This is an optimization exercise on Yosys and OpenROAD, whose aim is small area, not a production implementation.
In this exercise RTL edits were held to simulation tests only and were not proved equivalent to the original.
Power and IR drop assume default switching activity.

`design/flow/run.sh`:
```
#!/bin/bash
# synth_recipe.tcl (not shown) runs the flow's synth.tcl, then flattens the netlist and writes it again
# the make line also repeats each setting of config.mk as NAME=value (left out here)
make -C /OpenROAD-flow-scripts/flow DESIGN_CONFIG=/design/flow/config.mk WORK_HOME=/design/flow/orfs CLKGATE_MAP_FILE= SYNTH_SCRIPT=/design/flow/synth_recipe.tcl finish
```
`design/flow/config.mk`:
```
export PLATFORM = sky130hd
export DESIGN_NAME = com_fifo_top
export DESIGN_NICKNAME = com_fifo_top
export VERILOG_FILES = /design/flow/design.v
export SDC_FILE = /design/flow/constraint.sdc
export NUM_CORES = 4
export LEC_CHECK = 0
export CAP_MARGIN = 20
export CORE_MARGIN = 2
export CORE_UTILIZATION = 40
export SLEW_MARGIN = 20
```
`design/flow/constraint.sdc`:
```
create_clock -name core_clock -period 5.5 [get_ports {clk}]
set_input_delay 1.1000 -clock core_clock [delete_from_list [all_inputs] [get_ports {clk}]]
set_output_delay 1.1000 -clock core_clock [all_outputs]
set_load 0.01 [all_outputs]
```
`design/flow/design.v`:
```
package com_pkg;
    typedef struct packed {
        logic [1:0]  ctx;
        logic [31:0] data;
    } loop_word_t;
    typedef logic [63:0] cmd_word_t;
    typedef struct packed {
        logic [1:0]  ctx;
        logic [31:0] data;
    } resp_word_t;
    typedef logic [15:0] reg_addr_t;
    typedef logic [15:0] reg_data_t;
endpackage
module sync_fifo #(
    parameter int  DEPTH = 16,
    parameter int  WIDTH = 32
) (
    input  logic             clk,
    input  logic             rst,
    input  logic             i_wr_en,
    input  logic [WIDTH-1:0] i_din,
    input  logic             i_rd_en,
    output logic [WIDTH-1:0] o_dout,
    output logic [DEPTH-1:0] o_head
);
    logic [DEPTH*WIDTH-1:0] mem;         
    logic [DEPTH-1:0]       head;
    assign o_head = head;
    always_ff @(posedge clk) begin
        if (i_wr_en)
            mem <= {mem[(DEPTH-1)*WIDTH-1:0], i_din};
    end
    always_ff @(posedge clk) begin
        if (rst)
            head <= '0;
        else if (i_wr_en && !i_rd_en)
            head <= {head[DEPTH-2:0], ~|head};
        else if (i_rd_en && !i_wr_en)
            head <= head >> 1;
    end
    always_comb begin
        o_dout = '0;
        for (int k = 0; k < DEPTH; k++)
            o_dout = o_dout | (mem[k*WIDTH +: WIDTH] & {WIDTH{head[k]}});
    end
endmodule
module rx_router (
    input  logic [63:0] i_rx_data,
    input  logic        i_rx_valid,
    output logic        o_loop_wr,
    output logic        o_cmd_wr
);
    logic magic_ok;
    assign magic_ok  = i_rx_valid & (i_rx_data[7:0] == 8'h77);
    assign o_loop_wr = magic_ok & (i_rx_data[9:8] == 2'd2);
    assign o_cmd_wr  = magic_ok & (i_rx_data[9:8] == 2'd3);
endmodule
module ctl_regfile (
    input  logic        clk,
    input  logic        rst,
    input  logic        i_cmd_wr,        
    input  logic [63:0] i_cmd,
    output logic [22:0] o_entry
);
    logic [15:0]  addr;
    logic [15:0]  mask;
    logic [15:0]  value;
    logic         rd;
    logic         rw_hit;
    logic         ro_hit;
    logic [127:0] rw;
    logic [15:0]  rw_half;
    logic [15:0]  ro_half;
    logic [15:0]  payload;
    assign addr  = i_cmd[31:16];
    assign mask  = i_cmd[47:32];
    assign value = i_cmd[63:48];
    assign rd    = i_cmd[12];
    assign rw_hit =  addr[15] & (addr[14:4] == '0);
    assign ro_hit = ~addr[15] & (addr[14:5] == '0) & ~(addr[4] & addr[3]);
    assign rw_half = rw[addr[3:1]*16 +: 16];
    always_comb begin
        case (addr[4:1])
            4'd0:    ro_half = 16'hAB89;
            4'd2:    ro_half = 16'(32'd24);
            4'd4:    ro_half = {8'h02, 8'h01};
            default: ro_half = 16'h0;            
        endcase
    end
    assign payload = rw_hit ? rw_half :
                     ro_hit ? ro_half : {6'b0, addr[14:5]};
    assign o_entry = {rw_hit | ro_hit | ~rd, addr[15] | ~rd, addr[4] | ~rd, addr[3:0], payload};
    always_ff @(posedge clk) begin
        if (rst) begin
            rw                     <= '0;
            rw[0*8 +: 16] <= 16'hEFCD;
            rw[4*8 +: 32] <= 32'd16;
        end
        else if (i_cmd_wr && i_cmd[13] && rw_hit) begin
            rw[addr[3:1]*16 +: 16] <= (rw_half & ~mask) | (value & mask);
        end
    end
endmodule
module ctl_engine (
    input  logic        clk,
    input  logic        rst,
    input  logic        i_cmd_valid,
    input  logic [22:0] i_entry,
    input  logic        i_resp_afull,
    output logic        o_cmd_pop,
    output logic        o_resp_wr,       
    output logic [22:0] o_resp,
    output logic        o_resp_pend      
);
    logic [63:0] uptime;
    logic        noop;
    logic        upt;
    logic [15:0] upt_half;
    always_ff @(posedge clk) begin
        if (rst)
            uptime <= '0;
        else
            uptime <= uptime + 64'd1;
    end
    assign noop = i_entry[22] &  i_entry[21] & i_entry[20];
    assign upt  = i_entry[22] & ~i_entry[21] & i_entry[20];
    assign upt_half = uptime[i_entry[18:17]*16 +: 16];
    assign o_cmd_pop = i_cmd_valid & ~i_resp_afull;
    assign o_resp_wr = o_cmd_pop & ~noop;
    assign o_resp    = {i_entry[22:16], upt ? upt_half : i_entry[15:0]};
    always_ff @(posedge clk) begin
        if (rst)
            o_resp_pend <= 1'b0;
        else
            o_resp_pend <= o_resp_wr;
    end
endmodule
module tx_arbiter (
    input  logic        clk,
    input  logic        rst,
    input  logic        i_loop_valid,
    input  logic [33:0] i_loop_word,     
    output logic        o_loop_pop,
    input  logic        i_resp_valid,
    input  logic [22:0] i_resp,          
    output logic        o_resp_pop,
    output logic [31:0] o_tx_data,
    output logic [1:0]  o_tx_tag,
    output logic [1:0]  o_tx_ctx,
    output logic        o_tx_valid,
    input  logic        i_tx_ready
);
    logic        take;
    logic        tag0;
    logic        hit;
    logic [31:0] resp_data;
    assign take       = ~o_tx_valid | i_tx_ready;
    assign o_loop_pop = take & i_loop_valid;
    assign o_resp_pop = take & ~i_loop_valid & i_resp_valid;
    assign hit       = i_resp[22];
    assign resp_data = {i_resp[21], i_resp[9:0] & {10{~hit}}, i_resp[20:16], i_resp[15:0] & {16{hit}}};
    always_ff @(posedge clk) begin
        if (rst)
            o_tx_valid <= 1'b0;
        else if (take)
            o_tx_valid <= i_loop_valid | i_resp_valid;
    end
    always_ff @(posedge clk) begin
        if (o_loop_pop) begin
            o_tx_data <= i_loop_word[31:0];
            tag0      <= 1'b0;
            o_tx_ctx  <= i_loop_word[33:32];
        end
        else if (o_resp_pop) begin
            o_tx_data <= resp_data;
            tag0      <= 1'b1;
            o_tx_ctx  <= 2'b00;
        end
    end
    assign o_tx_tag = {1'b1, tag0};      
endmodule
module com_fifo_top (
    input  logic               clk,
    input  logic               rst,
    input  com_pkg::cmd_word_t i_rx_data,
    input  logic               i_rx_valid,
    output logic [31:0]        o_tx_data,
    output logic [1:0]         o_tx_tag,
    output logic [1:0]         o_tx_ctx,
    output logic               o_tx_valid,
    input  logic               i_tx_ready
);
    logic        loop_wr;
    logic        cmd_wr;
    logic [15:0] loop_head;
    logic [33:0] loop_dout;
    logic        loop_valid;
    logic        loop_pop;
    logic [22:0] cmd_entry;
    logic [15:0] cmd_head;
    logic [22:0] cmd_dout;
    logic        cmd_valid;
    logic        cmd_pop;
    logic        resp_wr;
    logic [22:0] resp_din;
    logic        resp_pend;
    logic [12:0] resp_head;
    logic [22:0] resp_dout;
    logic        resp_valid;
    logic        resp_afull;
    logic        resp_pop;
    rx_router u_rx_router (
        .i_rx_data  (i_rx_data),
        .i_rx_valid (i_rx_valid),
        .o_loop_wr  (loop_wr),
        .o_cmd_wr   (cmd_wr)
    );
    sync_fifo #(
        .DEPTH (16),
        .WIDTH (34)
    ) loop_fifo (
        .clk     (clk),
        .rst     (rst),
        .i_wr_en (loop_wr & ~loop_head[16-1]),
        .i_din   ({i_rx_data[11:10], i_rx_data[63:32]}),
        .i_rd_en (loop_pop),
        .o_dout  (loop_dout),
        .o_head  (loop_head)
    );
    assign loop_valid = |loop_head;
    ctl_regfile u_ctl_regfile (
        .clk      (clk),
        .rst      (rst),
        .i_cmd_wr (cmd_wr & ~cmd_head[16-1]),
        .i_cmd    (i_rx_data),
        .o_entry  (cmd_entry)
    );
    sync_fifo #(
        .DEPTH (16),
        .WIDTH (23)
    ) cmd_rx_fifo (
        .clk     (clk),
        .rst     (rst),
        .i_wr_en (cmd_wr & ~cmd_head[16-1]),
        .i_din   (cmd_entry),
        .i_rd_en (cmd_pop),
        .o_dout  (cmd_dout),
        .o_head  (cmd_head)
    );
    assign cmd_valid = |cmd_head;
    ctl_engine u_ctl_engine (
        .clk          (clk),
        .rst          (rst),
        .i_cmd_valid  (cmd_valid),
        .i_entry      (cmd_dout),
        .i_resp_afull (resp_afull),
        .o_cmd_pop    (cmd_pop),
        .o_resp_wr    (resp_wr),
        .o_resp       (resp_din),
        .o_resp_pend  (resp_pend)
    );
    sync_fifo #(
        .DEPTH (12 + 1),
        .WIDTH (23)
    ) resp_fifo (
        .clk     (clk),
        .rst     (rst),
        .i_wr_en (resp_wr),
        .i_din   (resp_din),
        .i_rd_en (resp_pop),
        .o_dout  (resp_dout),
        .o_head  (resp_head)
    );
    assign resp_valid = (|resp_head[12:1]) | (resp_head[0] & ~resp_pend);
    assign resp_afull = resp_head[12] | (resp_head[12-1] & ~resp_pend);
    tx_arbiter u_tx_arbiter (
        .clk          (clk),
        .rst          (rst),
        .i_loop_valid (loop_valid),
        .i_loop_word  (loop_dout),
        .o_loop_pop   (loop_pop),
        .i_resp_valid (resp_valid),
        .i_resp       (resp_dout),
        .o_resp_pop   (resp_pop),
        .o_tx_data    (o_tx_data),
        .o_tx_tag     (o_tx_tag),
        .o_tx_ctx     (o_tx_ctx),
        .o_tx_valid   (o_tx_valid),
        .i_tx_ready   (i_tx_ready)
    );
endmodule
```
==> summary.md, run 1 <==
| Metric | Value |
|---|---|
| RSZ-0062 raised after global routing | no |
| H-tree Lvls | 4 |
| Worst setup EP type | register |
| GR Util All Layers | 0.2046 |
| Asr flop ratio synth | 0 |
| Vias in the first global route | 32200 |
| Critical path's slowest cell | ha_1 |
| Crit-path leading delay family | compound AO/OA/AOI/OAI gates |
| Max-slew violation count | 0 |
| Power Dens Cells | 379.0 nW/um^2 |
| Detailed placement HPWL | 86120 um |
| Synth-to-Final Area Change | 14.12% |
| Total gr overflow | 0 |
| Final period utilization | 0.6568 |
| Netlist Area Pre-Place | 55720 um^2 |
| Avg Cell Area, Syn | 15.56 um^2 |
| Hold Buf Count CTS | 0 |
| Detailed-route vias per instance | 6.051 |
| Inst Count DP | 5319 |
| Pin count of the biggest net entering global routing | 174 |
| Actual slew at the worst max-slew pin | 1.114 ns |
| Reg-to-reg critical path endpoint | resp_fifo.head[6]$_SDFFE_PP0P_ |
| Top cells by count, synth | 1245 x edfxtp_1, 348 x a22oi_1, 240 x dfxtp_1 |
| FF-to-FF setup slack | 1.89 ns |
| CTS Buffer Depth | 3 |
| WHS Endpoint | loop_fifo.mem[537]$_DFFE_PP_ |
| Die Y | 377.2 um |
| Core ar. | 137800 um^2 |
| Post-synth top area share | 0.6709 |
| Crit Path Category | reg -> reg |
| Fin area | 63590 um^2 |
| Max-cap violations | 0 |
| HP Class | reg -> reg |
| Sequential area share after synthesis | 0.7571 |
| Sw Pwr | 5.306 mW |
| Final setup vio count | 0 |
| Worst path cell trace | a22o_1 -> a221oi_1 -> nand4_1 -> a21oi_4 -> ha_1 -> mux2i_1 -> nor2_1 -> a21oi_1 -> nor2_1 |
| Netlist cell types | 58 |
| Hold path depth | 0 |
| Top_reg_cell synth | edfxtp_1 |
| Int Power | 18.79 mW |
| Worst setup SP type | register |
| Hold path start | loop_fifo.mem[503]$_DFFE_PP_ |
| DRT iter0 DRCs | 4587 |
| Port buffer count | 101 |
| Post-synth EDFFs | 1245 |
| R2R cell count | 9 |
| Clock latency on the worst-skew pair | 0.76 ns |
| Synth area leaders | edfxtp_1 67%, dfxtp_1 8.6%, a22oi_1 4.7%, a221oi_1 1.8%, a22o_1 1.7% |
| Remaining DRCs | 0 |
| Boundary Pins | 105 |
| Root buf cell | clkbuf_16 |
| Buf/Inv on CP | 0 |
| Clk slew on worst S/H paths | 0.06 ns |
| Worst-path fanout max | 14 |
| Routability cong. | 0.8105 |
| Post_cts resized | 0 |
| Final hold vios | 0 |
| WL final | 148100 um |
| Per-cell routed wire length | 26.52 um |
| Drt first pass iters | 6 |
| Clock Power Share | 0.409 |
| Critical path arrival | 4.24 ns |
| Max incr delay on CP | 0.71 ns |
| Routed vias | 33790 |
| Non-filler cells, final | 5583 |
| Switch share | 0.2202 |
| Synth warn | 6 |
| Layout cell share with drive strength beyond 1 | 0.1006 |
| Global-route wire length before repair | 216400 um |
| Slew Limit Headroom | 0.2515 |
| CTS buffer count | 145 |
| CTS Sinks | 1485 |
| CP Data Required Time | 6.12 ns |
| Die area | 142300 um^2 |
| Fmax | 0.2768 GHz |
| Number of antenna violations at the first check in global routing | 4 |
| Status | timing/DRC/antenna clean |
| Cell taking the most area after synthesis | edfxtp_1 |
| Tot Pwr | 24.10 mW |
| Synthesized Nets | 3661 |
| Post-CTS Setup Bufs | 0 |
| DRT antenna net count | 0 |
| Rows | 136 |
| Most frequent cell on the critical path | nor2_1 |
| Post-Syn Instances | 3582 |
| Starting Density | 0.4043 |
| Setup WS post-layout | 1.888 ns |
| Peak VDD IR | 0.0003066 V |
| Sequential Power Share | 0.541 |
| Fillers | 11930 |
| Top-count cell post-synth | edfxtp_1 |
| Power share of the combinational group | 0.050 |
| Final #Nets | 3752 |
| Die width | 377.2 um |
| Leak | 20.13 nW |
| #FFs+latches synth | 1485 |
| Reg2reg start | cmd_rx_fifo.head[0]$_SDFFE_PP0P_ |
| Clock Skews | 0.02008 ns |
| DP Worst Slack | 1.347 ns |
| CTS tree | built |
| Final min period | 3.612 ns |
| Placed standard-cell area | 58930 um^2 |
-- per-layer routing --
layer  GRT usage  part of all wire  vias up
li1            -                 -    14650
met1      0.3025              0.44    17430
met2      0.3097              0.46     1508
met3     0.03710             0.081      189
met4     0.05630             0.020        2
met5           0           0.00014        -
-- logic make-up after synthesis --
kind of cell | synth area share
flops | 0.7571
compound gates | 0.1269
simple gates | 0.06159
buf+inv | 0.01969
mux | 0.02825
xor+xnor | 0.003929
fa+ha+maj | 0.002470
other cells | 0.00006730
-- sequential cells by signal, indices dropped and copies added, names as in the netlist --
| signal | flops |
|---|---|
| loop_fifo.head | 16 |
| u_tx_arbiter.o_tx_data | 32 |
| u_tx_arbiter.tag0 | 1 |
| u_ctl_engine.o_resp_pend | 1 |
| cmd_rx_fifo.mem | 368 |
| resp_fifo.head | 13 |
| u_tx_arbiter.o_tx_valid | 1 |
| u_ctl_regfile.rw | 128 |
| cmd_rx_fifo.head | 16 |
| u_tx_arbiter.o_tx_ctx | 2 |
| loop_fifo.mem | 544 |
| resp_fifo.mem | 299 |
| u_ctl_engine.uptime | 64 |
-- placed cells by master (no fill, tap or decap), types with 8 or more instances in the layout --
cell / n
edfxtp_1: 1245
a22oi_1: 348
dfxtp_1: 222
nand2_1: 170
o21ai_0: 165
nor2_1: 156
clkbuf_16: 152
nand3_1: 123
a22o_1: 109
a21oi_1: 109
a221oi_1: 107
clkdlybuf4s50_1: 98
mux2i_1: 83
buf_4: 78
nand4_1: 58
clkbuf_1: 40
a222oi_1: 39
inv_1: 37
o31ai_1: 35
mux4_2: 32
clkinv_1: 24
nor3_1: 24
or4_1: 24
nand3b_1: 22
clkinv_2: 21
dfxtp_2: 18
nor4_1: 17
or3_1: 15
xor2_1: 15
and3_1: 12
o211ai_1: 12
bufinv_16: 12
ha_1: 11
xnor2_1: 10
a21o_1: 9
nor2b_1: 9
a221oi_2: 8
a21oi_2: 8
buf_12: 8
-- area by class of cell --
class                           instances  area, um^2  share of cell area
Clock buffer                          196        4009             0.06304
Antenna cell                            1       2.502          0.00003935
Tap cell                             1794        2245             0.03530
Inverter                               39       146.4            0.002302
Multi-Input combinational cell       1815       12590              0.1980
Timing Repair Buffer                  187        1748             0.02749
Sequential cell                      1485       42210              0.6638
Clock inverter                         66       640.6             0.01007
-- power groups by stage --
stage	logic [mW]	clock network, mW	registers, mW
after floorplan	0.721	0	13.2
after global placement	1.20	0	13.2
after detailed placement	1.22	0	13.3
after CTS	1.22	10.0	13.0
after global routing	1.31	10.5	13.1
final	1.21	9.86	13.0
-- per-stage QoR --
stage | util | setup TNS, ns | hold WS [ns]
6_report | 0.4614 | 0 | 0.4366
5_1_grt | 0.4614 | 0 | 0.4475
4_1_cts | 0.4613 | 0 | 0.4400
3_5_place_dp | 0.4276 | 0 | 0.4341
3_3_place_gp | 0.4276 | 0 | 0.4282
2_1_floorplan | - | -5727.74 | 0.4198
-- worst max-delay path by stage --
stage                                                 end                              from  depth (start not counted)
after detailed placement   loop_fifo.head[0]$_SDFFE_PP0P_                        i_rx_valid                          8
after CTS                  resp_fifo.head[6]$_SDFFE_PP0P_  cmd_rx_fifo.head[0]$_SDFFE_PP0P_                          9
after global routing      resp_fifo.head[10]$_SDFFE_PP0P_  cmd_rx_fifo.head[0]$_SDFFE_PP0P_                          9
after global placement     loop_fifo.head[0]$_SDFFE_PP0P_                        i_rx_valid                          8
final                      resp_fifo.head[6]$_SDFFE_PP0P_  cmd_rx_fifo.head[0]$_SDFFE_PP0P_                          9
after floorplan           loop_fifo.head[14]$_SDFFE_PP0P_                      i_rx_data[7]                         10
==> run 2, diff against run 1 <==
--- a/design/flow/design.v
+++ b/design/flow/design.v
@@ -62,4 +62,5 @@
     input  logic [63:0] i_cmd,
-    output logic [22:0] o_entry
+    output logic [20:0] o_entry
 );
+    localparam logic [127:0] RW_INIT = 128'h0010_0000_EFCD;
     logic [15:0]  addr;
@@ -69,7 +70,6 @@
     logic         rw_hit;
-    logic         ro_hit;
+    logic         upt_hit;
+    logic         wr_hit;
     logic [127:0] rw;
     logic [15:0]  rw_half;
-    logic [15:0]  ro_half;
-    logic [15:0]  payload;
     assign addr  = i_cmd[31:16];
@@ -78,25 +78,21 @@
     assign rd    = i_cmd[12];
-    assign rw_hit =  addr[15] & (addr[14:4] == '0);
-    assign ro_hit = ~addr[15] & (addr[14:5] == '0) & ~(addr[4] & addr[3]);
+    assign rw_hit  =  addr[15] & (addr[14:4] == '0);
+    assign upt_hit = ~addr[15] & (addr[14:3] == 12'h002);
     assign rw_half = rw[addr[3:1]*16 +: 16];
     always_comb begin
-        case (addr[4:1])
-            4'd0:    ro_half = 16'hAB89;
-            4'd2:    ro_half = 16'(32'd24);
-            4'd4:    ro_half = {8'h02, 8'h01};
-            default: ro_half = 16'h0;            
-        endcase
+        if (!rd)
+            o_entry = {3'b001, addr[1:0], addr};
+        else if (rw_hit)
+            o_entry = {1'b1, addr[3:0], rw_half};
+        else if (upt_hit)
+            o_entry = {2'b01, addr[2:0], addr};
+        else
+            o_entry = {3'b000, addr[1:0], addr};
     end
-    assign payload = rw_hit ? rw_half :
-                     ro_hit ? ro_half : {6'b0, addr[14:5]};
-    assign o_entry = {rw_hit | ro_hit | ~rd, addr[15] | ~rd, addr[4] | ~rd, addr[3:0], payload};
+    assign wr_hit = i_cmd_wr & i_cmd[13] & rw_hit;
     always_ff @(posedge clk) begin
-        if (rst) begin
-            rw                     <= '0;
-            rw[0*8 +: 16] <= 16'hEFCD;
-            rw[4*8 +: 32] <= 32'd16;
-        end
-        else if (i_cmd_wr && i_cmd[13] && rw_hit) begin
+        if (rst)
+            rw <= RW_INIT;
+        else if (wr_hit)
             rw[addr[3:1]*16 +: 16] <= (rw_half & ~mask) | (value & mask);
-        end
     end
@@ -107,3 +103,3 @@
     input  logic        i_cmd_valid,
-    input  logic [22:0] i_entry,
+    input  logic [20:0] i_entry,
     input  logic        i_resp_afull,
@@ -111,3 +107,3 @@
     output logic        o_resp_wr,       
-    output logic [22:0] o_resp,
+    output logic [20:0] o_resp,
     output logic        o_resp_pend      
@@ -124,4 +120,4 @@
     end
-    assign noop = i_entry[22] &  i_entry[21] & i_entry[20];
-    assign upt  = i_entry[22] & ~i_entry[21] & i_entry[20];
+    assign noop = ~i_entry[20] & ~i_entry[19] & i_entry[18];
+    assign upt  = ~i_entry[20] &  i_entry[19];
     assign upt_half = uptime[i_entry[18:17]*16 +: 16];
@@ -129,3 +125,3 @@
     assign o_resp_wr = o_cmd_pop & ~noop;
-    assign o_resp    = {i_entry[22:16], upt ? upt_half : i_entry[15:0]};
+    assign o_resp    = {i_entry[20:16], upt ? upt_half : i_entry[15:0]};
     always_ff @(posedge clk) begin
@@ -144,3 +140,3 @@
     input  logic        i_resp_valid,
-    input  logic [22:0] i_resp,          
+    input  logic [20:0] i_resp,          
     output logic        o_resp_pop,
@@ -154,3 +150,7 @@
     logic        tag0;
-    logic        hit;
+    logic        rw;
+    logic        upt;
+    logic        other;
+    logic        ro_const;
+    logic [15:0] ro_half;
     logic [31:0] resp_data;
@@ -159,4 +159,22 @@
     assign o_resp_pop = take & ~i_loop_valid & i_resp_valid;
-    assign hit       = i_resp[22];
-    assign resp_data = {i_resp[21], i_resp[9:0] & {10{~hit}}, i_resp[20:16], i_resp[15:0] & {16{hit}}};
+    assign rw       = i_resp[20];
+    assign upt      = ~i_resp[20] & i_resp[19];
+    assign other    = ~i_resp[20] & ~i_resp[19];
+    assign ro_const = other & (i_resp[15:5] == '0);
+    always_comb begin
+        case (i_resp[4:1])
+            4'd0:    ro_half = 16'hAB89;
+            4'd2:    ro_half = 16'(32'd24);
+            4'd4:    ro_half = {8'h02, 8'h01};
+            default: ro_half = 16'h0;
+        endcase
+    end
+    always_comb begin
+        if (rw)
+            resp_data = {1'b1, 11'b0, i_resp[19:16], i_resp[15:0]};
+        else if (upt)
+            resp_data = {11'b0, 2'b10, i_resp[18:16], i_resp[15:0]};
+        else
+            resp_data = {i_resp[15:0], ro_const ? ro_half : 16'h0};
+    end
     always_ff @(posedge clk) begin
@@ -198,5 +216,5 @@
     logic        loop_pop;
-    logic [22:0] cmd_entry;
+    logic [20:0] cmd_entry;
     logic [15:0] cmd_head;
-    logic [22:0] cmd_dout;
+    logic [20:0] cmd_dout;
     logic        cmd_valid;
@@ -204,6 +222,6 @@
     logic        resp_wr;
-    logic [22:0] resp_din;
+    logic [20:0] resp_din;
     logic        resp_pend;
     logic [12:0] resp_head;
-    logic [22:0] resp_dout;
+    logic [20:0] resp_dout;
     logic        resp_valid;
@@ -239,3 +257,3 @@
         .DEPTH (16),
-        .WIDTH (23)
+        .WIDTH (21)
     ) cmd_rx_fifo (
@@ -263,3 +281,3 @@
         .DEPTH (12 + 1),
-        .WIDTH (23)
+        .WIDTH (21)
     ) resp_fifo (
--- a/design/flow/config.mk
+++ b/design/flow/config.mk
@@ -10,2 +10,3 @@
 export CORE_UTILIZATION = 40
+export CTS_BUF_LIST = sky130_fd_sc_hd__clkbuf_4
 export SLEW_MARGIN = 20
==> summary.md, run 2 <==
| Metric | Value |
|---|---|
| Global-route wire length before repair | 211100 um |
| Starting Density | 0.4020 |
| Drt first pass iters | 6 |
| Worst setup endpoint | resp_fifo.mem[10]$_DFFE_PP_ |
| CP Data Required Time | 6.55 ns |
| Hold Buf Count CTS | 0 |
| Layout cell share with drive strength beyond 1 | 0.1848 |
| Detailed placement HPWL | 81600 um |
| Detailed-route vias per instance | 5.762 |
| Post-synth EDFFs | 1187 |
| #FFs+latches synth | 1427 |
| Commonest non-fill, non-tap cell in the layout | edfxtp_1 |
| DRT antenna net count | 0 |
| CTS buffer count | 378 |
| Slew Limit Headroom | 0.2459 |
| Routability cong. | 0.7985 |
| Crit Path Category | reg -> reg |
| Clk slew on worst S/H paths | 0.07 ns |
| Boundary Pins | 105 |
| Netlist Area Pre-Place | 53510 um^2 |
| Inst Count DP | 5198 |
| Cell taking the most area after synthesis | edfxtp_1 |
| Total gr overflow | 0 |
| Synthesized Nets | 3561 |
| RSZ-0062 raised after global routing | no |
| Die width | 369.8 um |
| Sequential area share after synthesis | 0.7559 |
| Per-cell routed wire length | 24.55 um |
| Reg2reg start | cmd_rx_fifo.head[15]$_SDFFE_PP0P_ |
| Remaining DRCs | 0 |
| R2R cell count | 8 |
| Final setup vio count | 0 |
| Final period utilization | 0.6593 |
| Final hold vios | 0 |
| H-tree Lvls | 5 |
| CP startpoint | cmd_rx_fifo.head[15]$_SDFFE_PP0P_ |
| HP Class | reg -> reg |
| Rows | 134 |
| Pin count of the biggest net entering global routing | 211 |
| Fmax | 0.2758 GHz |
| Asr flop ratio synth | 0 |
| Root buf cell | clkbuf_4 |
| Top-count cell post-synth | edfxtp_1 |
| Die Y | 369.8 um |
| Largest Register | loop_fifo.mem |
| Status | timing/DRC/antenna clean |
| GR Util All Layers | 0.2061 |
| Non-filler cells, final | 5848 |
| Worst-path fanout max | 18 |
| CTS Buffer Depth | 4 |
| Max reg flops | 544 |
| Number of antenna violations at the first check in global routing | 6 |
| FF-to-FF setup slack | 1.87 ns |
| Tot Pwr | 22.30 mW |
| CTS Sinks | 1427 |
| Power Dens Cells | 363.7 nW/um^2 |
| Netlist cell types | 57 |
| CTS tree | built |
| Post-Syn Instances | 3482 |
| Reg-to-reg critical path endpoint | resp_fifo.mem[10]$_DFFE_PP_ |
| Top cells by count, synth | 1187 x edfxtp_1, 321 x a22oi_1, 240 x dfxtp_1 |
| Post-CTS Setup Bufs | 0 |
| Avg Cell Area, Syn | 15.37 um^2 |
| Critical path's slowest cell | dfxtp_1 |
| DRT iter0 DRCs | 3935 |
| Most frequent cell on the critical path | buf_4 |
| Worst setup EP type | register |
| Final #Nets | 3891 |
| Largest regs | loop_fifo.mem x544, cmd_rx_fifo.mem x336, resp_fifo.mem x273 |
| Critical path arrival | 4.67 ns |
| Synth-to-Final Area Change | 14.55% |
| Peak VDD IR | 0.0002616 V |
| Port buffer count | 101 |
| Max incr delay on CP | 1.00 ns |
| Worst setup SP type | register |
| Max-cap violations | 0 |
| Synth area leaders | edfxtp_1 67%, dfxtp_1 9.0%, a22oi_1 4.5%, a221oi_1 1.9%, a22o_1 1.8% |
| WL final | 143600 um |
| Vias in the first global route | 32860 |
| Post_cts resized | 0 |
| Max-slew violation count | 0 |
| Synth warn | 6 |
| Worst path cell trace | buf_4 -> a22o_1 -> a221oi_1 -> and4_1 -> nor2_2 -> buf_4 -> nor3_1 -> a21oi_1 |
| Final min period | 3.626 ns |
| Highest-count cells in the layout ignoring fill and taps | 1187 x edfxtp_1, 546 x clkbuf_4, 321 x a22oi_1, 224 x dfxtp_1, 203 x nand2_1 |
| Top_reg_cell synth | edfxtp_1 |
| Post-synth top area share | 0.6661 |
| Die area | 136700 um^2 |
| Clock latency on the worst-skew pair | 1.27 ns |
| Routed vias | 33700 |
| Actual slew at the worst max-slew pin | 1.122 ns |
| Clock Skews | 0.1085 ns |
| Leak | 19.71 nW |
| Core ar. | 133100 um^2 |
-- run 2: cell count changes in the layout (fill, tap and decap cells not counted), moves of 30 or more --
| cell | delta |
|---|---|
| clkbuf_1 | -40 |
| clkinv_1 | +48 |
| clkbuf_16 | -152 |
| edfxtp_1 | -58 |
| nand2_1 | +33 |
| clkbuf_4 | +546 |
| nor3_1 | +30 |
| o31ai_1 | -35 |
-- run 2: area by class of cell --
cell class | instances | area, um^2
Multi-Input combinational cell | 1793 | 12170
Clock buffer | 546 | 4099
Timing Repair Buffer | 184 | 1749
Clock inverter | 91 | 462.9
Sequential cell | 1427 | 40470
Tap cell | 1768 | 2212
Fill cell | 11800 | 71830
Antenna cell | 11 | 27.53
Inverter | 28 | 108.9
-- run 2: kinds of logic (layout without fill, tap and decap cells) --
| group | count (synthesis) | in the layout | share of synthesized area |
|---|---|---|---|
| DFF | 1427 | 1427 | 0.7559 |
| AOI/OAI and AO/OA | 873 | 873 | 0.1171 |
| other | 1 | 12 | 0.00007008 |
| adders and majority gates | 11 | 11 | 0.002572 |
| buffers and inverters | 262 | 849 | 0.01873 |
| and+or+nand+nor | 717 | 717 | 0.06325 |
| muxes | 136 | 136 | 0.03334 |
| xor gates and xnor gates | 55 | 55 | 0.009002 |
-- run 2: routing by layer --
metal | vias to the layer above | routed length (um) | GRT usage
li1 | 14750 | - | -
met4 | 0 | 4213 | 0.08177
met2 | 1771 | 64360 | 0.3070
met5 | - | 0 | 0
met1 | 16860 | 62240 | 0.2960
met3 | 310 | 12760 | 0.04216
-- run 2: worst min path at each step --
stage | start | to | slack [ns] | cells past startpoint
after floorplan | u_ctl_regfile.rw[100]$_SDFFE_PP0P_ | u_ctl_regfile.rw[100]$_SDFFE_PP0P_ | 0.42 | 2
after global placement | cmd_rx_fifo.mem[219]$_DFFE_PP_ | cmd_rx_fifo.mem[240]$_DFFE_PP_ | 0.43 | 0
after detailed placement | loop_fifo.mem[62]$_DFFE_PP_ | loop_fifo.mem[96]$_DFFE_PP_ | 0.43 | 0
after CTS | i_rx_data[50] | loop_fifo.mem[18]$_DFFE_PP_ | 0.32 | 1
after global routing | i_rx_data[50] | loop_fifo.mem[18]$_DFFE_PP_ | 0.33 | 1
final | loop_fifo.mem[254]$_DFFE_PP_ | loop_fifo.mem[288]$_DFFE_PP_ | 0.36 | 0
-- run 2: stage by stage --
stage          TNS [ns]    util  hold slack [ns]  instance area [um^2]  setup slack [ns]
2_1_floorplan  -6129.67       -           0.4198                 53750            -10.77
3_3_place_gp          0  0.4256           0.4280                 56650             1.302
3_5_place_dp          0  0.4256           0.4329                 56650             1.264
4_1_cts               0  0.4598           0.3173                 61220             1.938
5_1_grt               0  0.4604           0.3305                 61290             1.817
6_report              0  0.4605           0.3612                 61300             1.874
-- run 2: report_power, final --
group          internal [mW]  leakage [nW]  switching (mW)  total, mW
clock network           4.71          2.74            4.29       9.01
registers               12.2          12.5           0.228       12.4
logic                  0.246          4.45           0.652      0.897
-- run 2: worst max-delay path, delay by kind of cell (launching register included) --
kind	cells	cell delay, ns
flops	1	1.00
buf+inv	2	0.74
compound gates	3	0.39
simple gates	3	1.31
==> run 3, diff against run 2 <==
--- a/design/flow/config.mk
+++ b/design/flow/config.mk
@@ -10,3 +10,5 @@
 export CORE_UTILIZATION = 40
-export CTS_BUF_LIST = sky130_fd_sc_hd__clkbuf_4
+export CTS_BUF_LIST = sky130_fd_sc_hd__clkbuf_16
+export CTS_CLUSTER_DIAMETER = 60
+export CTS_CLUSTER_SIZE = 30
 export SLEW_MARGIN = 20
==> summary.md, run 3 <==
| Metric | Value |
|---|---|
| Final min period | 3.678 ns |
| Final hold vios | 0 |
| Fillers | 11640 |
| Slew Limit Headroom | 0.2308 |
| Sequential area share after synthesis | 0.7559 |
| Fin area | 60610 um^2 |
| #FFs+latches synth | 1427 |
| Synth area leaders | edfxtp_1 67%, dfxtp_1 9.0%, a22oi_1 4.5%, a221oi_1 1.9%, a22o_1 1.8% |
| Post-CTS Setup Bufs | 0 |
| Status | timing/DRC/antenna clean |
| Worst setup EP type | register |
| Leak | 18.85 nW |
| Die area | 136700 um^2 |
| Commonest non-fill, non-tap cell in the layout | edfxtp_1 |
| Placed standard-cell area | 56650 um^2 |
| Highest-count cells in the layout ignoring fill and taps | 1187 x edfxtp_1, 321 x a22oi_1, 224 x dfxtp_1, 203 x nand2_1, 174 x nor2_1 |
| Routability cong. | 0.7985 |
| Buf/Inv on CP | 2 |
| Cell taking the most area after synthesis | edfxtp_1 |
| Top_reg_cell synth | edfxtp_1 |
| CP Data Required Time | 6.04 ns |
| H-tree Lvls | 3 |
| Netlist Area Pre-Place | 53510 um^2 |
| Post-synth top area share | 0.6661 |
| Fmax | 0.2719 GHz |
| Actual slew at the worst max-slew pin | 1.145 ns |
| Fin util | 0.4553 |
| Largest regs | loop_fifo.mem x544, cmd_rx_fifo.mem x336, resp_fifo.mem x273 |
| DRT antenna net count | 0 |
| Asr flop ratio synth | 0 |
| Post-synth EDFFs | 1187 |
| Drt first pass iters | 5 |
| Max reg flops | 544 |
| Max-cap violations | 0 |
| RSZ-0062 raised after global routing | no |
| Number of antenna violations at the first check in global routing | 5 |
| Synthesized Nets | 3561 |
| Final period utilization | 0.6688 |
| Netlist cell types | 57 |
| Crit Path Category | reg -> reg |
| Clock latency on the worst-skew pair | 0.78 ns |
| Starting Density | 0.4020 |
| Worst-path fanout max | 18 |
| Tot Pwr | 21.82 mW |
| Hold path depth | 0 |
| Post-Syn Instances | 3482 |
| Vias in the first global route | 30400 |
| WL final | 139400 um |
| Synth-to-Final Area Change | 13.27% |
| Inst Count DP | 5198 |
| Final #Nets | 3620 |
| Clock Skews | 0.08423 ns |
| R2R cell count | 8 |
| Crit-path leading delay family | simple AND/OR/NAND/NOR gates |
| Layout cell share with drive strength beyond 1 | 0.1046 |
| Port buffer count | 101 |
| CTS Buffer Depth | 3 |
| Root buf cell | clkbuf_16 |
| Pin count of the biggest net entering global routing | 211 |
| Remaining DRCs | 0 |
| Non-filler cells, final | 5403 |
| Avg Cell Area, Syn | 15.37 um^2 |
| Die Y | 369.8 um |
| HP Class | reg -> reg |
| Worst setup SP type | register |
| Clk slew on worst S/H paths | 0.09 ns |
| Hold Buf Count CTS | 0 |
| Boundary Pins | 105 |
| Largest Register | loop_fifo.mem |
| DRT iter0 DRCs | 3948 |
| Top-count cell post-synth | edfxtp_1 |
| Core ar. | 133100 um^2 |
| Total gr overflow | 0 |
| Synth warn | 6 |
| Peak VDD IR | 0.0002798 V |
| Max incr delay on CP | 1.02 ns |
| Critical path's slowest cell | dfxtp_1 |
| Detailed-route vias per instance | 5.881 |
| CTS tree | built |
| Detailed placement HPWL | 81600 um |
| Top cells by count, synth | 1187 x edfxtp_1, 321 x a22oi_1, 240 x dfxtp_1 |
| Routed vias | 31770 |
| Per-cell routed wire length | 25.80 um |
| TNS Setup | 0 ns |
| Worst path cell trace | buf_4 -> a22o_1 -> a221oi_1 -> and4_1 -> nor2_2 -> buf_4 -> nor3_1 -> a21oi_1 |
| Critical path arrival | 4.22 ns |
| CTS buffer count | 106 |
| Most frequent cell on the critical path | buf_4 |
| Power Dens Cells | 360.0 nW/um^2 |
| Max-slew violation count | 0 |
| CTS Sinks | 1427 |
| Global-route wire length before repair | 204200 um |
| Crit. path cell count | 8 |
| GR Util All Layers | 0.1995 |
| Rows | 134 |
| Final setup vio count | 0 |
| Die width | 369.8 um |
| Post_cts resized | 0 |
[run 3: area by class of cell]
type | instances | area, um^2 | area share
timing repair buffer | 185 | 1754 | 0.02894
tap | 1768 | 2212 | 0.03650
inverter | 28 | 108.9 | 0.001796
antenna | 1 | 2.502 | 0.00004128
clock inverter | 94 | 1220 | 0.02013
multi-input combinational | 1793 | 12170 | 0.2008
clock buffer | 107 | 2678 | 0.04417
sequential | 1427 | 40470 | 0.6677
[run 3: path summary, 6_finish.rpt]
kind,startpoint,end,slack [ns]
min,cmd_rx_fifo.mem[55]$_DFFE_PP_,cmd_rx_fifo.mem[76]$_DFFE_PP_,0.40
min reg2reg,cmd_rx_fifo.mem[55]$_DFFE_PP_,cmd_rx_fifo.mem[76]$_DFFE_PP_,0.40
max,cmd_rx_fifo.head[15]$_SDFFE_PP0P_,resp_fifo.mem[10]$_DFFE_PP_,1.82
max reg2reg,cmd_rx_fifo.head[15]$_SDFFE_PP0P_,resp_fifo.mem[10]$_DFFE_PP_,1.82
[run 3: kinds of logic after synthesis]
| family | synth area share |
|---|---|
| flip-flops | 0.7559 |
| AO/OA/AOI/OAI | 0.1171 |
| AND/OR/NAND/NOR | 0.06325 |
| buffers and inverters | 0.01873 |
| multiplexers | 0.03334 |
| XOR/XNOR | 0.009002 |
| adder cells (fa/ha/maj) | 0.002572 |
| other | 0.00007008 |
[run 3: layer usage]
metal  vias up  track usage  wire length (um)
li1      13980            -                 -
met1     16160       0.2978             61270
met2      1444       0.3006             62750
met3       193      0.02828             11630
met4         0      0.06473              3760
met5         -            0                 0
[run 3: through the flow]
| step | hold slack (ns) | worst slack, ns |
|---|---|---|
| floorplan | 0.4198 | -10.77 |
| global placement | 0.4280 | 1.302 |
| detailed placement | 0.4329 | 1.264 |
| CTS | 0.3980 | 1.911 |
| global route | 0.4010 | 1.791 |
| finish | 0.4015 | 1.822 |
[run 3: power by group]
part	total [mW]	switching, mW	internal (mW)
Sequential	12.4	0.228	12.1
Combinational	0.897	0.651	0.246
Clock	8.54	4.40	4.15
Total	21.8	5.28	16.5
[run 3: worst register-to-register path: stages, from the launching register on]
cell and delay [ns]:
dfxtp_1 1.02, buf_4 0.34, a22o_1 0.15, a221oi_1 0.05, and4_1 0.37, nor2_2 0.83
buf_4 0.42, nor3_1 0.14, a21oi_1 0.19
==> run 4, diff against run 3 <==
--- a/design/flow/config.mk
+++ b/design/flow/config.mk
@@ -10,5 +10,5 @@
 export CORE_UTILIZATION = 40
-export CTS_BUF_LIST = sky130_fd_sc_hd__clkbuf_16
-export CTS_CLUSTER_DIAMETER = 60
-export CTS_CLUSTER_SIZE = 30
+export CTS_BUF_LIST = sky130_fd_sc_hd__clkbuf_8
+export CTS_CLUSTER_DIAMETER = 50
+export CTS_CLUSTER_SIZE = 20
 export SLEW_MARGIN = 20
==> summary.md, run 4 <==
| Metric | Value |
|---|---|
| Status | timing/DRC/antenna clean |
| Worst path cell trace | buf_4 -> a22o_1 -> a221oi_1 -> and4_1 -> a21oi_4 -> ha_1 -> mux2i_1 -> nor2_1 -> a21oi_1 -> nor2_1 |
| Final #Nets | 3643 |
| Critical path arrival | 4.34 ns |
| Inst Count DP | 5198 |
| Per-cell routed wire length | 25.67 um |
| Largest Register | loop_fifo.mem |
| Avg Cell Area, Syn | 15.37 um^2 |
| Post-synth top area share | 0.6661 |
| Highest-count cells in the layout ignoring fill and taps | 1187 x edfxtp_1, 321 x a22oi_1, 224 x dfxtp_1, 203 x nand2_1, 174 x nor2_1 |
| Hold Buf Count CTS | 0 |
| Final hold vios | 0 |
| Total gr overflow | 0 |
| #FFs+latches synth | 1427 |
| Clock Skews | 0.08035 ns |
| Core ar. | 133100 um^2 |
| Worst-path fanout max | 15 |
| Post-CTS Setup Bufs | 0 |
| Final min period | 3.676 ns |
| Netlist Area Pre-Place | 53510 um^2 |
| Pin count of the biggest net entering global routing | 211 |
| Largest regs | loop_fifo.mem x544, cmd_rx_fifo.mem x336, resp_fifo.mem x273 |
| DRT antenna net count | 0 |
| Top_reg_cell synth | edfxtp_1 |
| DRT iter0 DRCs | 4182 |
| Setup WS post-layout | 1.824 ns |
| Most frequent cell on the critical path | nor2_1 |
| Remaining DRCs | 0 |
| Max reg flops | 544 |
| GR Util All Layers | 0.2008 |
| Fin util | 0.4494 |
| Max-slew violation count | 0 |
| Clk slew on worst S/H paths | 0.11 ns |
| Root buf cell | clkbuf_8 |
| Number of antenna violations at the first check in global routing | 5 |
| Die Y | 369.8 um |
| Drt first pass iters | 6 |
| Post-synth EDFFs | 1187 |
| Leak | 18.50 nW |
| Routability cong. | 0.7985 |
| Synth area leaders | edfxtp_1 67%, dfxtp_1 9.0%, a22oi_1 4.5%, a221oi_1 1.9%, a22o_1 1.8% |
| Top cells by count, synth | 1187 x edfxtp_1, 321 x a22oi_1, 240 x dfxtp_1 |
| Power Dens Cells | 342.6 nW/um^2 |
| RSZ-0062 raised after global routing | no |
| Global-route wire length before repair | 204500 um |
| Fmax | 0.2720 GHz |
| Actual slew at the worst max-slew pin | 1.046 ns |
| CP Data Required Time | 6.16 ns |
| Post_cts resized | 0 |
| WL final | 139800 um |
| Routed vias | 31990 |
| Netlist cell types | 57 |
| Die width | 369.8 um |
| Boundary Pins | 105 |
| Slew Limit Headroom | 0.2975 |
| Detailed placement HPWL | 81600 um |
| CTS tree | built |
| Detailed-route vias per instance | 5.872 |
| Synth-to-Final Area Change | 11.79% |
| R2R cell count | 10 |
| Top-count cell post-synth | edfxtp_1 |
| Worst setup SP type | register |
| Die area | 136700 um^2 |
| HP Class | reg -> reg |
| Port buffer count | 101 |
| Hold path depth | 0 |
| Post-Syn Instances | 3482 |
| Layout cell share with drive strength beyond 1 | 0.1143 |
| Clock latency on the worst-skew pair | 0.89 ns |
| Non-filler cells, final | 5447 |
| Critical path's slowest cell | dfxtp_1 |
| Final period utilization | 0.6684 |
| Worst setup EP type | register |
| Cell taking the most area after synthesis | edfxtp_1 |
| TNS Setup | 0 ns |
| H-tree Lvls | 4 |
| Synthesized Nets | 3561 |
| Final setup vio count | 0 |
| Peak VDD IR | 0.0002489 V |
| Sequential area share after synthesis | 0.7559 |
| CTS Sinks | 1427 |
| Fillers | 11760 |
| Crit Path Category | reg -> reg |
| CTS Buffer Depth | 3 |
| Tot Pwr | 20.49 mW |
| DP Worst Slack | 1.264 ns |
| Rows | 134 |
| CTS buffer count | 130 |
| Starting Density | 0.4020 |
| Max-cap violations | 0 |
| Max incr delay on CP | 1.01 ns |
| Asr flop ratio synth | 0 |
| Vias in the first global route | 30570 |
| Commonest non-fill, non-tap cell in the layout | edfxtp_1 |
| Synth warn | 6 |
## run 4: changes by cell type in the layout (fill, tap and decap cells not counted), sizes merged
cell,change
bufinv,+6
diode,+4
clkbuf,+33
inv,-3
clkinvlp,+13
buf,-1
clkinv,-8
## run 4: worst paths after layout
check | from | end | slack (ns)
max | cmd_rx_fifo.head[15]$_SDFFE_PP0P_ | resp_fifo.head[9]$_SDFFE_PP0P_ | 1.82
max reg2reg | cmd_rx_fifo.head[15]$_SDFFE_PP0P_ | resp_fifo.head[9]$_SDFFE_PP0P_ | 1.82
min reg2reg | resp_fifo.mem[107]$_DFFE_PP_ | resp_fifo.mem[128]$_DFFE_PP_ | 0.40
min | resp_fifo.mem[107]$_DFFE_PP_ | resp_fifo.mem[128]$_DFFE_PP_ | 0.40
## run 4: cell families (layout without fill, tap and decap cells)
family	count (synthesis)	after routing	share of synthesized area
xor+xnor	55	55	0.009002
other cells	1	6	0.00007008
simple gates	717	717	0.06325
mux	136	136	0.03334
fa+ha+maj	11	11	0.002572
buf+inv	262	454	0.01873
flops	1427	1427	0.7559
compound gates	873	873	0.1171
## run 4: power breakdown
part           internal (mW)  total [mW]  switching, mW
sequential              12.1        12.4          0.226
clock                   3.16        7.22           4.06
combinational          0.246       0.895          0.649
total                   15.6        20.5           4.94
## run 4: area by class of cell
class,instances,area [um^2],share of cell area
Tap cell,1768,2212,0.03698
Inverter,28,108.9,0.001820
Multi-Input combinational cell,1793,12170,0.2034
Sequential cell,1427,40470,0.6765
Antenna cell,5,12.51,0.0002092
Clock inverter,102,1172,0.01960
Timing Repair Buffer,184,1749,0.02924
Clock buffer,140,1927,0.03221
## run 4: per-stage QoR
step           hold slack, ns  instance area [um^2]
6_report               0.4037                 59820
5_1_grt                0.4263                 59820
4_1_cts                0.3992                 59750
3_5_place_dp           0.4329                 56650
3_3_place_gp           0.4280                 56650
2_1_floorplan          0.4198                 53750
## run 4: layer usage
layer | vias to the layer above | track usage | routed length, um | part of all wire
li1 | 14000 | - | - | -
met1 | 16270 | 0.2966 | 61160 | 0.44
met2 | 1506 | 0.3024 | 63100 | 0.45
met3 | 204 | 0.03425 | 12010 | 0.086
met4 | 2 | 0.06332 | 3523 | 0.025
met5 | - | 0 | 20 | 0.00014
## run 4: worst max-delay path: cells and delay by family, from the launching register on
kind                       cells  cell delay (ns)
DFF                            1             1.01
buffers and inverters          1             0.33
AOI/OAI and AO/OA              4             0.68
adders and majority gates      1             0.71
and+or+nand+nor                3             0.48
muxes                          1             0.26
==> run 5, diff against run 4 <==
==> design/flow/flow/run.sh (new file) <==
#!/bin/bash
# Standard synthesis, then its combinational logic re-mapped by ABC for area (registers untouched),
# then the standard layout from that netlist.
set -euo pipefail
HERE=$PWD
PLAT=$FLOW_HOME/platforms/$FLOW_PLATFORM
LIB=$PLAT/lib/sky130_fd_sc_hd__tt_025C_1v80.lib
YOSYS=$(command -v yosys || echo $FLOW_HOME/../tools/install/yosys/bin/yosys)
RES=$HERE/orfs/results/$FLOW_PLATFORM/com_fifo_top/base

bash standard.sh synth > $HERE/log_1_standard_synth.log 2>&1
cp $RES/1_2_yosys.v $HERE/synth_standard.v
mkdir -p $HERE/std_synth_logs
cp -r $HERE/orfs/logs $HERE/orfs/reports $HERE/std_synth_logs/ 2>/dev/null || true

DU=$(sed -n '/DONT_USE_CELLS/,/^$/p' $PLAT/config.mk | grep -oE "sky130_fd_sc_hd__\w+" | sed 's/^/-dont_use /' | tr '\n' ' ')
sed -e "s#{LIB}#$LIB#g" -e "s#{IN}#$HERE/synth_standard.v#" -e "s#{OUT}#$HERE/synth_remap.v#" \
    -e "s#{TOP}#$FLOW_TOP#" -e "s#{DONT_USE}#$DU#" $HERE/flow/remap.ys > $HERE/remap_run.ys
$YOSYS -q -l $HERE/log_2_remap.log $HERE/remap_run.ys > /dev/null 2>&1

rm -rf $HERE/orfs
bash standard.sh SYNTH_NETLIST_FILES=$HERE/synth_remap.v "BUFFER_PORTS_ARGS=-buffer_cell sky130_fd_sc_hd__buf_1" finish > $HERE/log_3_layout.log 2>&1
==> design/flow/flow/remap.ys (new file) <==
# Re-map the combinational logic of the standard synthesis netlist; registers are kept as they are
read_liberty -ignore_miss_func {LIB}
blackbox sky130_fd_sc_hd__df* sky130_fd_sc_hd__edf* sky130_fd_sc_hd__sdf* sky130_fd_sc_hd__sedf* sky130_fd_sc_hd__dl* sky130_fd_sc_hd__sdl* sky130_fd_sc_hd__conb*
read_verilog {IN}
hierarchy -top {TOP}
flatten
opt -purge
abc -liberty {LIB} {DONT_USE}
opt_clean -purge
hilomap -singleton -hicell sky130_fd_sc_hd__conb_1 HI -locell sky130_fd_sc_hd__conb_1 LO
stat -liberty {LIB}
write_verilog -noattr -nohex -nodec {OUT}
==> design/flow/standard.sh (new file) <==
#!/bin/bash
# synth_recipe.tcl (not shown) runs the flow's synth.tcl, then flattens the netlist and writes it again
# the make line also repeats each setting of config.mk as NAME=value (left out here)
make -C /OpenROAD-flow-scripts/flow DESIGN_CONFIG=/design/flow/config.mk WORK_HOME=/design/flow/orfs CLKGATE_MAP_FILE= SYNTH_SCRIPT=/design/flow/synth_recipe.tcl "${@:-finish}"
removed: design/flow/run.sh
==> summary.md, run 5 <==
| Metric | Value |
|---|---|
| Max reg flops | 544 |
| Starting Density | 0.4039 |
| Int Power | 15.69 mW |
| Placed standard-cell area | 54250 um^2 |
| Fin area | 57210 um^2 |
| Pin count of the biggest net entering global routing | 169 |
| Power Dens Cells | 372.4 nW/um^2 |
| Boundary Pins | 105 |
| CP Data Required Time | 5.94 ns |
| HP Class | in -> reg |
| TNS Setup | 0 ns |
| M3 GR Usage | 0.04180 |
| Avg Cell Area, Syn | 16.66 um^2 |
| Post-CTS Setup Bufs | 0 |
| Final hold slack | 0.4128 ns |
| Worst setup EP type | register |
| Peak VDD IR | 0.0002608 V |
| DRT antenna net count | 0 |
| Worst-path fanout max | 89 |
| Global Route met1 Usage | 0.3061 |
| Max-cap violations | 0 |
| Routability cong. | 0.7953 |
| Drt first pass iters | 9 |
| Largest Register | loop_fifo.mem |
| Final #Nets | 3442 |
| Synthesized Nets | 3120 |
| DRT iter0 DRCs | 5691 |
| Hold Buf Count CTS | 0 |
| Power share of the combinational group | 0.085 |
| Largest regs | loop_fifo.mem x544, cmd_rx_fifo.mem x336, resp_fifo.mem x273 |
| Port buffer count | 101 |
| CTS Sinks | 1427 |
| Clock Skews | 0.06204 ns |
| Max-slew violation count | 0 |
| Worst setup SP type | register |
| Netlist Area Pre-Place | 50840 um^2 |
| GR Util All Layers | 0.2045 |
| H-tree Lvls | 4 |
| Total gr overflow | 0 |
| GR peak layer | met1 |
| Actual slew at the worst max-slew pin | 1.036 ns |
| Slew Limit Headroom | 0.3086 |
| Final hold vios | 0 |
| CTS Buffer Depth | 3 |
| Routed vias | 31660 |
| Detailed-route vias per instance | 6.162 |
| Die width | 360.5 um |
| Number of antenna violations at the first check in global routing | 3 |
| Leak | 17.66 nW |
| Layout cell share with drive strength beyond 1 | 0.1088 |
| Crit Path Category | reg -> reg |
| Critical path arrival | 4.55 ns |
| Remaining DRCs | 0 |
| WL final | 136900 um |
| Sequential Power Share | 0.589 |
| Fmax | 0.2433 GHz |
| Fillers | 11150 |
| Switch share | 0.2636 |
| Die area | 130000 um^2 |
| Register area | 40500 um^2 |
| Detailed placement HPWL | 79610 um |
| Post-Syn Instances | 3052 |
| Synth warn | 0 |
| Vias in the first global route | 30190 |
| Global-route wire length before repair | 200500 um |
| CTS tree | built |
| Rows | 130 |
| Final setup vio count | 0 |
| Core ar. | 125900 um^2 |
| Die Y | 360.5 um |
| Met2 GRT Util | 0.3020 |
| Highest-count cells in the layout ignoring fill and taps | 1187 x edfxtp_1, 313 x a222oi_1, 293 x nand2_1, 207 x dfxtp_1 |
| Status | timing/DRC/antenna clean |
| Sw Pwr | 5.615 mW |
| Final min period | 4.110 ns |
| Per-cell routed wire length | 26.64 um |
| CTS buffer count | 130 |
| Inst Count DP | 4891 |
| Clock Power Share | 0.326 |
| Setup WS post-layout | 1.390 ns |
| Clock latency on the worst-skew pair | 0.86 ns |
| Synth-to-Final Area Change | 12.52% |
| Root buf cell | clkbuf_8 |
| Post_cts resized | 0 |
| Commonest non-fill, non-tap cell in the layout | edfxtp_1 |
| DP Worst Slack | 1.280 ns |
| Non-filler cells, final | 5138 |
| Clk slew on worst S/H paths | 0.09 ns |
| Final period utilization | 0.7473 |
| Area of the multi-input gates | 10510 um^2 |
| RSZ-0062 raised after global routing | no |
[run 5: cell count changes in the layout (fill, tap and decap cells not counted), moves of 32 or more]
cell             before  now
o21ai_0             152   32
a22o_1              110    7
nand3_1             120   83
clkdlybuf4s50_1      98    0
a222oi_1             21  313
o21ai_1               2  116
mux4_2               32    0
a21oi_1              90  137
nor2_1              174   84
a221oi_1            114   49
nand2_1             203  293
a22oi_1             321  126
mux2i_1              86   15
buf_1                 0   99
[run 5: worst max-delay path: stages (launching register included)]
cell,delay (ns)
dfxtp_2,0.89
nor4_1,0.11
nand3_1,0.12
nor4_1,0.10
or3_1,0.52
a31oi_4,0.75
buf_12,0.45
buf_4,0.65
[run 5: worst paths after layout]
path / start / end / slack, ns / cells past startpoint
max: cmd_rx_fifo.head[14]$_SDFFE_PP0P_ / resp_fifo.mem[84]$_DFFE_PP_ / 1.39 / 7
min: i_rx_data[11] / loop_fifo.mem[33]$_DFFE_PP_ / 0.41 / 1
max reg2reg: cmd_rx_fifo.head[14]$_SDFFE_PP0P_ / resp_fifo.mem[84]$_DFFE_PP_ / 1.39 / 7
min reg2reg: cmd_rx_fifo.mem[57]$_DFFE_PP_ / cmd_rx_fifo.mem[78]$_DFFE_PP_ / 0.44 / 0
[run 5: final cells by class]
type | count | area share
Antenna cell | 5 | 0.0002187
Clock buffer | 137 | 0.03296
Clock inverter | 104 | 0.01831
Inverter | 15 | 0.0009842
Multi-Input combinational cell | 1610 | 0.1837
Sequential cell | 1427 | 0.7080
Tap cell | 1650 | 0.03609
Timing Repair Buffer | 190 | 0.01977
[run 5: power by group through the flow]
stage | logic (mW) | clock network, mW | registers [mW]
3_3_place_gp | 1.79 | 0 | 12.8
4_1_cts | 1.81 | 7.10 | 12.5
2_1_floorplan | 0.848 | 0 | 12.8
3_5_place_dp | 1.80 | 0 | 12.8
5_1_grt | 1.92 | 7.48 | 12.6
6_report | 1.81 | 6.95 | 12.5
[run 5: metrics by stage]
stage	util	total power, mW
after floorplan	-	13.67
after global placement	0.4309	14.56
after detailed placement	0.4309	14.59
after CTS	0.4542	21.45
after global routing	0.4544	21.98
final	0.4544	21.30
[run 5: per-layer routing]
metal,up-vias,share of wire
met2,1763,0.44
met4,0,0.022
met1,15980,0.43
met5,-,0
li1,13720,-
met3,191,0.11
==> run 6, diff against run 5 <==
--- a/design/flow/config.mk
+++ b/design/flow/config.mk
@@ -13,2 +13,3 @@
 export CTS_CLUSTER_SIZE = 20
+export GPL_TIMING_DRIVEN = 0
 export SLEW_MARGIN = 20
==> summary.md, run 6 <==
| Metric | Value |
|---|---|
| Status | timing/DRC/antenna clean |
| Worst setup EP type | register |
| Per-cell routed wire length | 26.68 um |
| Clk slew on worst S/H paths | 0.12 ns |
| Post-Syn Instances | 3052 |
| CTS Buffer Depth | 3 |
| Core ar. | 125900 um^2 |
| Port buffer count | 101 |
| Largest Register | loop_fifo.mem |
| Worst setup SP type | register |
| Worst path cell trace | or4_1 -> nor4_2 -> nand2b_2 -> nand3_1 -> nor3_1 -> a21oi_1 -> o21ai_0 |
| RSZ-0062 raised after global routing | no |
| Root buf cell | clkbuf_8 |
| FF-to-FF setup slack | 0.36 ns |
| Critical path's slowest cell | nor3_1 |
| Power Dens Cells | 364.3 nW/um^2 |
| Highest-count cells in the layout ignoring fill and taps | 1187 x edfxtp_1, 313 x a222oi_1, 293 x nand2_1, 195 x dfxtp_1, 136 x a21oi_1 |
| Fin util | 0.4598 |
| Global-route wire length before repair | 200100 um |
| Clock Power Share | 0.312 |
| Rows | 130 |
| Remaining DRCs | 0 |
| Synthesized Nets | 3120 |
| Commonest non-fill, non-tap cell in the layout | edfxtp_1 |
| GR Util All Layers | 0.2032 |
| Int Power | 15.53 mW |
| Clock Skews | 0.06740 ns |
| Synth warn | 0 |
| WL final | 135900 um |
| Hold path start | loop_fifo.mem[51]$_DFFE_PP_ |
| Worst-path fanout max | 38 |
| Sequential Power Share | 0.596 |
| WHS Endpoint | loop_fifo.mem[85]$_DFFE_PP_ |
| Max reg flops | 544 |
| Hold Buf Count CTS | 0 |
| Crit-path leading delay family | simple AND/OR/NAND/NOR gates |
| Drt first pass iters | 7 |
| Detailed-route vias per instance | 6.220 |
| R2R cell count | 7 |
| Actual slew at the worst max-slew pin | 1.129 ns |
| Switch share | 0.2635 |
| Boundary Pins | 105 |
| Reg2reg start | loop_fifo.head[1]$_SDFFE_PP0P_ |
| Clock latency on the worst-skew pair | 0.84 ns |
| Inst Count DP | 4875 |
| Critical path arrival | 5.68 ns |
| Peak VDD IR | 0.0002122 V |
| Final min period | 5.141 ns |
| Die Y | 360.5 um |
| Synth-to-Final Area Change | 13.86% |
| Max incr delay on CP | 1.14 ns |
| Reg-to-reg critical path endpoint | u_tx_arbiter.o_tx_data[8]$_DFFE_PP_ |
| Hold path depth | 0 |
| Routability cong. | 0.7992 |
| Post-CTS Setup Bufs | 0 |
| Number of antenna violations at the first check in global routing | 8 |
| Die width | 360.5 um |
| Die area | 130000 um^2 |
| Non-filler cells, final | 5095 |
| Netlist Area Pre-Place | 50840 um^2 |
| Pin count of the biggest net entering global routing | 42 |
| Routed vias | 31690 |
| Final setup vio count | 0 |
| Power share of the combinational group | 0.092 |
| Avg Cell Area, Syn | 16.66 um^2 |
| Post_cts resized | 0 |
| H-tree Lvls | 3 |
| CTS buffer count | 115 |
| Sw Pwr | 5.558 mW |
| Starting Density | 0.4039 |
| Layout cell share with drive strength beyond 1 | 0.1037 |
| Total gr overflow | 0 |
| TNS Setup | 0 ns |
| Detailed placement HPWL | 78960 um |
| Vias in the first global route | 30130 |
| DRT iter0 DRCs | 5528 |
| Slew Limit Headroom | 0.2415 |
| CTS Sinks | 1427 |
| CTS tree | built |
| Max-slew violation count | 0 |
| Final period utilization | 0.9348 |
| Crit Path Category | reg -> reg |
| CP Data Required Time | 6.04 ns |
| Fmax | 0.1945 GHz |
| HP Class | reg -> reg |
| Max-cap violations | 0 |
| Final #Nets | 3411 |
| Buf/Inv on CP | 0 |
| DRT antenna net count | 0 |
| Largest regs | loop_fifo.mem x544, cmd_rx_fifo.mem x336, resp_fifo.mem x273 |
| Leak | 17.74 nW |
| Final hold vios | 0 |
[run 6: power groups by stage]
stage	registers, mW	clock network (mW)	logic [mW]
after floorplan	12.8	0	0.848
after global placement	13.0	0	1.65
after detailed placement	12.8	0	1.92
after CTS	12.6	6.68	1.92
after global routing	12.6	7.07	2.05
final	12.6	6.58	1.94
[run 6: how the worst max path moves through the flow]
| stage | startpoint | to | slack [ns] | cells after the start |
|---|---|---|---|---|
| finish | loop_fifo.head[1]$_SDFFE_PP0P_ | u_tx_arbiter.o_tx_data[8]$_DFFE_PP_ | 0.36 | 7 |
| global route | loop_fifo.head[9]$_SDFFE_PP0P_ | u_tx_arbiter.o_tx_data[8]$_DFFE_PP_ | 0.29 | 8 |
| detailed placement | i_rx_data[7] | u_ctl_regfile.rw[0]$_SDFFE_PP1P_ | 0.44 | 10 |
| floorplan | i_rx_data[7] | loop_fifo.head[0]$_SDFFE_PP0P_ | -7.73 | 8 |
| global placement | i_rx_data[7] | loop_fifo.head[0]$_SDFFE_PP0P_ | -13.18 | 9 |
| CTS | loop_fifo.head[1]$_SDFFE_PP0P_ | u_tx_arbiter.o_tx_data[8]$_DFFE_PP_ | 0.40 | 7 |
[run 6: layout make-up]
cell class / count / area (um^2)
Timing Repair Buffer: 174 / 1982
Clock inverter: 97 / 1017
Fill cell: 10950 / 68010
Inverter: 15 / 56.30
Antenna cell: 3 / 7.507
Sequential cell: 1427 / 40560
Clock buffer: 119 / 1638
Multi-Input combinational cell: 1610 / 10570
Tap cell: 1650 / 2064
[run 6: stage by stage]
stage | hold WS [ns] | power (mW) | setup WS (ns) | cell area (um^2)
after floorplan | 0.4175 | 13.67 | -7.733 | 51010
after global placement | 0.4279 | 14.61 | -13.18 | 53450
after detailed placement | 0.4304 | 14.73 | 0.4443 | 55210
after CTS | 0.3583 | 21.18 | 0.4032 | 57870
after global routing | 0.3847 | 21.73 | 0.2913 | 57890
final | 0.4078 | 21.09 | 0.3585 | 57890
[run 6: per-layer routing]
| layer | share of wire | track usage | wire length (um) | up-vias |
|---|---|---|---|---|
| met1 | 0.43 | 0.3047 | 57870 | 16020 |
| met3 | 0.11 | 0.04264 | 14750 | 186 |
| met2 | 0.44 | 0.2995 | 60160 | 1801 |
| met4 | 0.023 | 0.05472 | 3154 | 2 |
| met5 | 0.000096 | 0 | 13 | - |
| li1 | - | - | - | 13680 |

[separate check: timing with driven ports]
In the flow no input, the clock included, has a driving cell. The finished layouts below were timed again as built, in two steps.
Step 1: set_driving_cell puts a clkbuf_16 on clk and a buf_2 on each other input, an assumption about the parent block.
Step 2 also shifts input and output timing later by t, the mid clock arrival at the registers, as if the neighbouring blocks saw the same clock.
Slacks: ideal ports / drivers / drivers and shift; pairs: ideal ports / drivers.
| run | t, ns | setup WS [ns] | worst hold slack (ns) | worst register clock-pin slew, ns |
|---|---|---|---|---|
| run 1 | 0.839 | 1.888 / 1.888 / 1.298 | 0.437 / 0.437 / 0.437 | 0.07 / 0.07 |
| run 2 | 1.286 | 1.874 / 1.874 / 1.185 | 0.361 / 0.361 / 0.361 | 0.08 / 0.08 |
| run 3 | 0.807 | 1.822 / 1.822 / 1.181 | 0.402 / 0.402 / 0.402 | 0.10 / 0.10 |
| run 4 | 0.925 | 1.824 / 1.824 / 1.229 | 0.404 / 0.404 / 0.404 | 0.12 / 0.12 |
| run 5 | 0.912 | 1.390 / 1.390 / 1.377 | 0.413 / 0.356 / 0.437 | 0.12 / 0.12 |
| run 6 | 0.885 | 0.359 / 0.359 / 0.359 | 0.408 / 0.394 / 0.408 | 0.12 / 0.12 |
After both steps every run listed still meets setup and hold. The setup slack of run 2, which loses most, moves by 0.000 ns with the drivers and by -0.689 ns with both steps.
